This is an optimization exercise on Yosys and OpenROAD, whose aim is small area and a short achievable clock period, not a production implementation. Function was checked by simulation only, so behaviour that the tests miss may differ from the original. Power is estimated from default activity; no workload was simulated.

## uyvy_to_rgb_pair_converter
module uyvy_to_rgb_pair_converter (
    input  logic        i_clk,
    input  logic        i_rst_n,
    input  logic        start,
    output logic        busy,
    input  logic [7:0]  i_cb_sample,
    input  logic [7:0]  i_luma_first,
    input  logic [7:0]  i_cr_sample,
    input  logic [7:0]  i_luma_second,
    output logic        o_valid,
    output logic [15:0] o_red_first,
    output logic [15:0] o_green_first,
    output logic [15:0] o_blue_first,
    output logic [15:0] o_red_second,
    output logic [15:0] o_green_second,
    output logic [15:0] o_blue_second
);
    logic        accept;
    logic        v_in;
    logic [7:0]  cb;
    logic [7:0]  y0;
    logic [7:0]  cr;
    logic [7:0]  y1;
    logic [7:0]  q_y0;
    logic [7:0]  q_y1;
    logic [16:0] n_red_k;
    logic [16:0] q_red_k;
    logic [16:0] n_green_k;
    logic [16:0] q_green_k;
    logic [16:0] n_blue_k;
    logic [16:0] q_blue_k;
    assign busy   = ~i_rst_n;
    assign accept = start & ~busy;
    uyvy2rgb_acc #(.W(32)) u_in (
        .i_clk   (i_clk),
        .i_rst_n (i_rst_n),
        .i_valid (accept),
        .i_data  ({i_cb_sample, i_luma_first, i_cr_sample, i_luma_second}),
        .o_valid (v_in),
        .o_data  ({cb, y0, cr, y1})
    );
    uyvy2rgb_mul u_mul (
        .i_cb_sample (cb),
        .i_cr_sample (cr),
        .o_red_k (n_red_k),
        .o_green_k (n_green_k),
        .o_blue_k (n_blue_k)
    );
    uyvy2rgb_acc #(.W(67)) u_k (
        .i_clk   (i_clk),
        .i_rst_n (i_rst_n),
        .i_valid (v_in),
        .i_data  ({n_red_k, n_green_k, n_blue_k, y0, y1}),
        .o_valid (o_valid),
        .o_data  ({q_red_k, q_green_k, q_blue_k, q_y0, q_y1})
    );
    uyvy2rgb_clamp u_r0 (
        .i_luma (q_y0),
        .i_hi   (q_red_k[16:8]),
        .i_lo   (q_red_k[7:0]),
        .o_chan (o_red_first)
    );
    uyvy2rgb_clamp u_g0 (
        .i_luma (q_y0),
        .i_hi   (q_green_k[16:8]),
        .i_lo   (q_green_k[7:0]),
        .o_chan (o_green_first)
    );
    uyvy2rgb_clamp u_b0 (
        .i_luma (q_y0),
  ...
==> flow/config.mk <==
export PLATFORM = sky130hd
export DESIGN_NAME = uyvy_to_rgb_pair_converter
export DESIGN_NICKNAME = uyvy_to_rgb_pair_converter
export VERILOG_FILES = /design/flow/design.v
export SDC_FILE = /design/flow/constraint.sdc
export NUM_CORES = 4
export LEC_CHECK = 0
export CAP_MARGIN = 20
export CORE_MARGIN = 2
export CORE_UTILIZATION = 55
export SETUP_SLACK_MARGIN = 1.65
export SLEW_MARGIN = 20
==> flow/constraint.sdc <==
create_clock -name core_clock -period 5.5 [get_ports {i_clk}]
set_input_delay 1.1000 -clock core_clock [delete_from_list [all_inputs] [get_ports {i_clk}]]
set_output_delay 1.1000 -clock core_clock [all_outputs]
set_load 0.01 [all_outputs]
standard.sh (not shown) runs the stock make flow with config.mk's settings and CLKGATE_MAP_FILE= SYNTH_SCRIPT=/design/flow/synth_recipe.tcl, a recipe that flattens the netlist after the stock synthesis.
==> flow/flow/run.sh <==
#!/bin/bash
# Own layout flow: the standard ORFS flow (standard.sh), with the input
# and output port buffers made from a plain buffer cell instead of the
# resizer's default choice. Everything else is the standard flow.
# The full make output goes to flow_make.log in the work folder; ORFS keeps
# each step's own log under orfs/logs/.
set -euo pipefail
export BUFFER_PORTS_ARGS="-buffer_cell sky130_fd_sc_hd__buf_1"
bash standard.sh finish > flow_make.log 2>&1
Change:
Settings changed: CORE_UTILIZATION 55 to 70, SETUP_SLACK_MARGIN 1.65 to 1.5.
=> Setup slack got worse by 0.12 ns. Sequential power is about the same. Combinational power falls by about 1%. Worst hold slack is about the same.


uyvy_to_rgb_pair_converter again, from the RTL that the note above started with.
==> flow/config.mk <==
export PLATFORM = sky130hd
export DESIGN_NAME = uyvy_to_rgb_pair_converter
export DESIGN_NICKNAME = uyvy_to_rgb_pair_converter
export VERILOG_FILES = /design/flow/design.v
export SDC_FILE = /design/flow/constraint.sdc
export NUM_CORES = 4
export LEC_CHECK = 0
export CAP_MARGIN = 20
export CORE_MARGIN = 2
export CORE_UTILIZATION = 55
export SETUP_SLACK_MARGIN = 1.8
export SLEW_MARGIN = 20
==> flow/constraint.sdc <==
create_clock -name core_clock -period 5.5 [get_ports {i_clk}]
set_input_delay 1.1000 -clock core_clock [delete_from_list [all_inputs] [get_ports {i_clk}]]
set_output_delay 1.1000 -clock core_clock [all_outputs]
set_load 0.01 [all_outputs]
Scripts as last shown in full above: flow/flow/run.sh
Rerun with:
- CTS_BUF_LIST: unset -> sky130_fd_sc_hd__clkbuf_8
- SETUP_SLACK_MARGIN: 1.8 -> 1.5
Result: The new run passed the timing, design-rule and antenna checks; synthesized area is unchanged; worst hold slack gains 6.9 ps; final area drops by a little under a tenth; final cell count drops by a few percent; power drops by roughly a tenth; global-route usage drops by 1.3 points.


## run 1
uyvy_to_rgb_pair_converter again, from the RTL that the note above started with.
Design uyvy_to_rgb_pair_converter, start of the top module:
module uyvy_to_rgb_pair_converter (
    input  logic        i_clk,
    input  logic        i_rst_n,
    input  logic        start,
    output logic        busy,
    input  logic [7:0]  i_cb_sample,
    input  logic [7:0]  i_luma_first,
    input  logic [7:0]  i_cr_sample,
    input  logic [7:0]  i_luma_second,
    output logic        o_valid,
    output logic [15:0] o_red_first,
    output logic [15:0] o_green_first,
    output logic [15:0] o_blue_first,
    output logic [15:0] o_red_second,
    output logic [15:0] o_green_second,
    output logic [15:0] o_blue_second
);
clock: 5.5 ns
lec_check: 0
abc_area: 1
cap_margin: 20
core_margin: 2
core_utilization: 55
setup_slack_margin: 2.0
slew_margin: 20
Scripts as last shown in full above: flow/flow/run.sh
Looking at the reports, run 1 completed the entire flow and the layout it produced met the timing, design-rule and antenna checks.
What run 2 does differently from run 1 at the input level:
-- flow/config.mk --
<<< run 1, line 7
export LEC_CHECK = 0
export ABC_AREA = 1
export CAP_MARGIN = 20
export CORE_MARGIN = 2
export CORE_UTILIZATION = 55
export SETUP_SLACK_MARGIN = 2.0
export SLEW_MARGIN = 20
>>> run 2, line 7
export LEC_CHECK = 0
export CAP_MARGIN = 20
export CORE_MARGIN = 2
export CORE_UTILIZATION = 40
export SLEW_MARGIN = 20
--- outcome ---
Post-layout worst setup margin was lower in run 2 than in run 1.
Summary of run 2 over run 1: share of total power in the clock network higher; largest net degree at the start of global routing higher; worst hold slack higher; clock sink count roughly the same.
## Diff of input files: run 3 against run 2
-- flow/config.mk --
<<< run 2, line 9
export CORE_MARGIN = 2
export CORE_UTILIZATION = 40
export SLEW_MARGIN = 20
>>> run 3, line 9
export CORE_MARGIN = 2
export CORE_UTILIZATION = 55
export SETUP_SLACK_MARGIN = 1.2
export SLEW_MARGIN = 20
### Flow results
Summary: wire length reported by the detailed router, run 3 better than run 2. Run 3 against run 2; via count is up slightly. Final weighted congestion in routability-driven placement delta for run 3 relative to run 2: 0.014 higher. Compared run 2 against run 3; count of clock-buffer cells in the layout within noise. For the power, run 3 came in 0.000015 W higher than run 2 did. On sequential share of layout area, run 2 tracks run 3 almost exactly. Diff run 3..run 2 | power attributed to combinational cells | negligible. Portion of total power attributed to sequential cells across run 2 and run 3: no real change. Comparing run 2 and run 3, the higher global-route usage was measured on run 3. Clock share of power (higher): run 2. Final core utilization | run 3 above run 2.
--- input diff run 3..run 4 ---
-- flow/config.mk --
<<< run 3, line 10
export CORE_UTILIZATION = 55
export SETUP_SLACK_MARGIN = 1.2
export SLEW_MARGIN = 20
>>> run 4, line 10
export CORE_UTILIZATION = 55
export SETUP_SLACK_MARGIN = 0.8
export SLEW_MARGIN = 20
[summary]
Compare run 3 and run 4 | number of cells upsized or downsized after cts lower: run 4
Run 4 vs. run 3: final design instance area without fill went down by 1.8%.
Power, run 3 and run 4, higher one = run 3.
For run 4, the worst setup path startpoint was u_in.o_data[9], unlike run 3, where it was u_in.o_data[27].


beta:
Starting RTL as in the previous note.
Settings: LEC_CHECK=0, CAP_MARGIN=20, CORE_MARGIN=2, CORE_UTILIZATION=55, SETUP_SLACK_MARGIN=1.4, SLEW_MARGIN=20; clock period 5.5 ns.
Scripts as last shown in full above: flow/flow/run.sh
Edits applied to the flow inputs when going from beta to delta:
Settings: SETUP_SLACK_MARGIN changed from 1.4 to 2.2.
Notes after the runs:
delta closes out successfully: all stages finished, all timing, DRC and antenna checks passed. When the final numbers for delta and beta were put side by side, the clock-buffer cell count turned out to be smaller in beta. Lower non-clock buffer count among delta and beta: beta. delta vs. beta: worst hold slack about even, worst setup skew after layout did not really move, starting DRC count in detailed routing went up 171, final cell count picked up an extra 6.1%. Worst-case setup slack after placement: delta and beta compared, higher one is delta. Between beta and delta, the met3 usage in global routing does not differ in any meaningful way. The total routing usage reported by global routing reported for delta is greater than that of beta by 3.9 points. Fmax grows by a few percent when moving from beta to delta.


uyvy_to_rgb_pair_converter again, from the RTL that the note above started with.
// uyvy_to_rgb_pair_converter
module uyvy_to_rgb_pair_converter (
    input  logic        i_clk,
    input  logic        i_rst_n,
    input  logic        start,
    output logic        busy,
    input  logic [7:0]  i_cb_sample,
    input  logic [7:0]  i_luma_first,
    input  logic [7:0]  i_cr_sample,
    input  logic [7:0]  i_luma_second,
    output logic        o_valid,
    output logic [15:0] o_red_first,
    output logic [15:0] o_green_first,
    output logic [15:0] o_blue_first,
    output logic [15:0] o_red_second,
    output logic [15:0] o_green_second,
    output logic [15:0] o_blue_second
);
==> flow/config.mk <==
export PLATFORM = sky130hd
export DESIGN_NAME = uyvy_to_rgb_pair_converter
export DESIGN_NICKNAME = uyvy_to_rgb_pair_converter
export VERILOG_FILES = /design/flow/design.v
export SDC_FILE = /design/flow/constraint.sdc
export NUM_CORES = 4
export LEC_CHECK = 0
export CAP_MARGIN = 20
export CORE_MARGIN = 2
export CORE_UTILIZATION = 55
export SETUP_SLACK_MARGIN = 1.5
export SLEW_MARGIN = 20
export TNS_END_PERCENT = 25
==> flow/constraint.sdc <==
create_clock -name core_clock -period 5.5 [get_ports {i_clk}]
set_input_delay 1.1000 -clock core_clock [delete_from_list [all_inputs] [get_ports {i_clk}]]
set_output_delay 1.1000 -clock core_clock [all_outputs]
set_load 0.01 [all_outputs]
Scripts as last shown in full above: flow/flow/run.sh
Rerun with:
Settings changed: ABC_AREA set to 1, TNS_END_PERCENT 25 to not set.
Effect: Power climbs by 3.9%; flip-flop and latch count is unchanged; combinational power went up by 6.9%.
Rerun with:
Settings changed: ABC_AREA 1 to not set, TNS_END_PERCENT set to 0.
The changed run passed the timing, design-rule and antenna checks.
Global-route usage goes down by 2.7 points.
Setup slack gets worse by 0.11 ns.
Worst hold slack stays flat.
Routed wire length goes down by about a fifth.
Cell area goes down by a few percent.
Critical path depth goes down by 6.
Clock skew goes down by 0.0038 ns.
First-iteration DRC count goes down by a quarter to a third.
Total power goes down by a few percent.
Core utilization goes up by 0.38 points.
Combinational power goes down by a little under a tenth.
Rerun with:
Settings changed: TNS_END_PERCENT 0 to not set.
Result:
- The new run passed the timing, design-rule and antenna checks
- worst hold slack stays the same
- final cell count went up by 0.90%
- combinational power rises by about 2%

[afterwards: timing with drivers on the ports]
The results above use ideal ports. As a check the final layouts listed here were re-extracted and re-timed, cells and wires unchanged.
Step 1 (the two cells are an assumption about what drives the block):
set clk [get_ports {i_clk}]
set_driving_cell -lib_cell sky130_fd_sc_hd__clkbuf_16 $clk
set_driving_cell -lib_cell sky130_fd_sc_hd__buf_2 [delete_from_list [all_inputs] $clk]
Step 2, shift: input delay + t, output delay - t, t = (earliest + latest rising clock arrival at the registers) / 2. This alone moves slack from input paths to output paths.
Slacks: ideal ports / drivers / drivers and shift; pairs: ideal ports / drivers.
| run | t, ns | slack for setup (ns) | pins driven straight from the clock port |
|---|---|---|---|
| the first run of note 1 | 0.398 | 1.703 / 1.703 / 1.703 | 1 |
| the second run of note 1 | 0.404 | 1.587 / 1.587 / 1.587 | 1 |
| the first run of note 2 | 0.412 | 1.742 / 1.742 / 1.742 | 1 |
| the second run of note 2 | 0.441 | 1.688 / 1.674 / 1.688 | 1 |
| run 1 | 0.408 | 1.911 / 1.911 / 1.911 | 1 |
| run 2 | 0.406 | 0.680 / 0.680 / 0.680 | 1 |
| run 3 | 0.407 | 1.449 / 1.431 / 1.449 | 1 |
| run 4 | 0.405 | 1.150 / 1.150 / 1.150 | 1 |
| beta | 0.406 | 1.593 / 1.549 / 1.608 | 1 |
| delta | 0.408 | 1.787 / 1.787 / 1.787 | 1 |
| the first run of note 5 | 0.406 | 1.585 / 1.541 / 1.662 | 1 |
| the second run of note 5 | 0.405 | 1.694 / 1.674 / 1.694 | 1 |
| the third run of note 5 | 0.404 | 1.582 / 1.538 / 1.588 | 1 |
| the fourth run of note 5 | 0.405 | 1.652 / 1.640 / 1.652 | 1 |
After both steps every run listed still meets setup and hold.
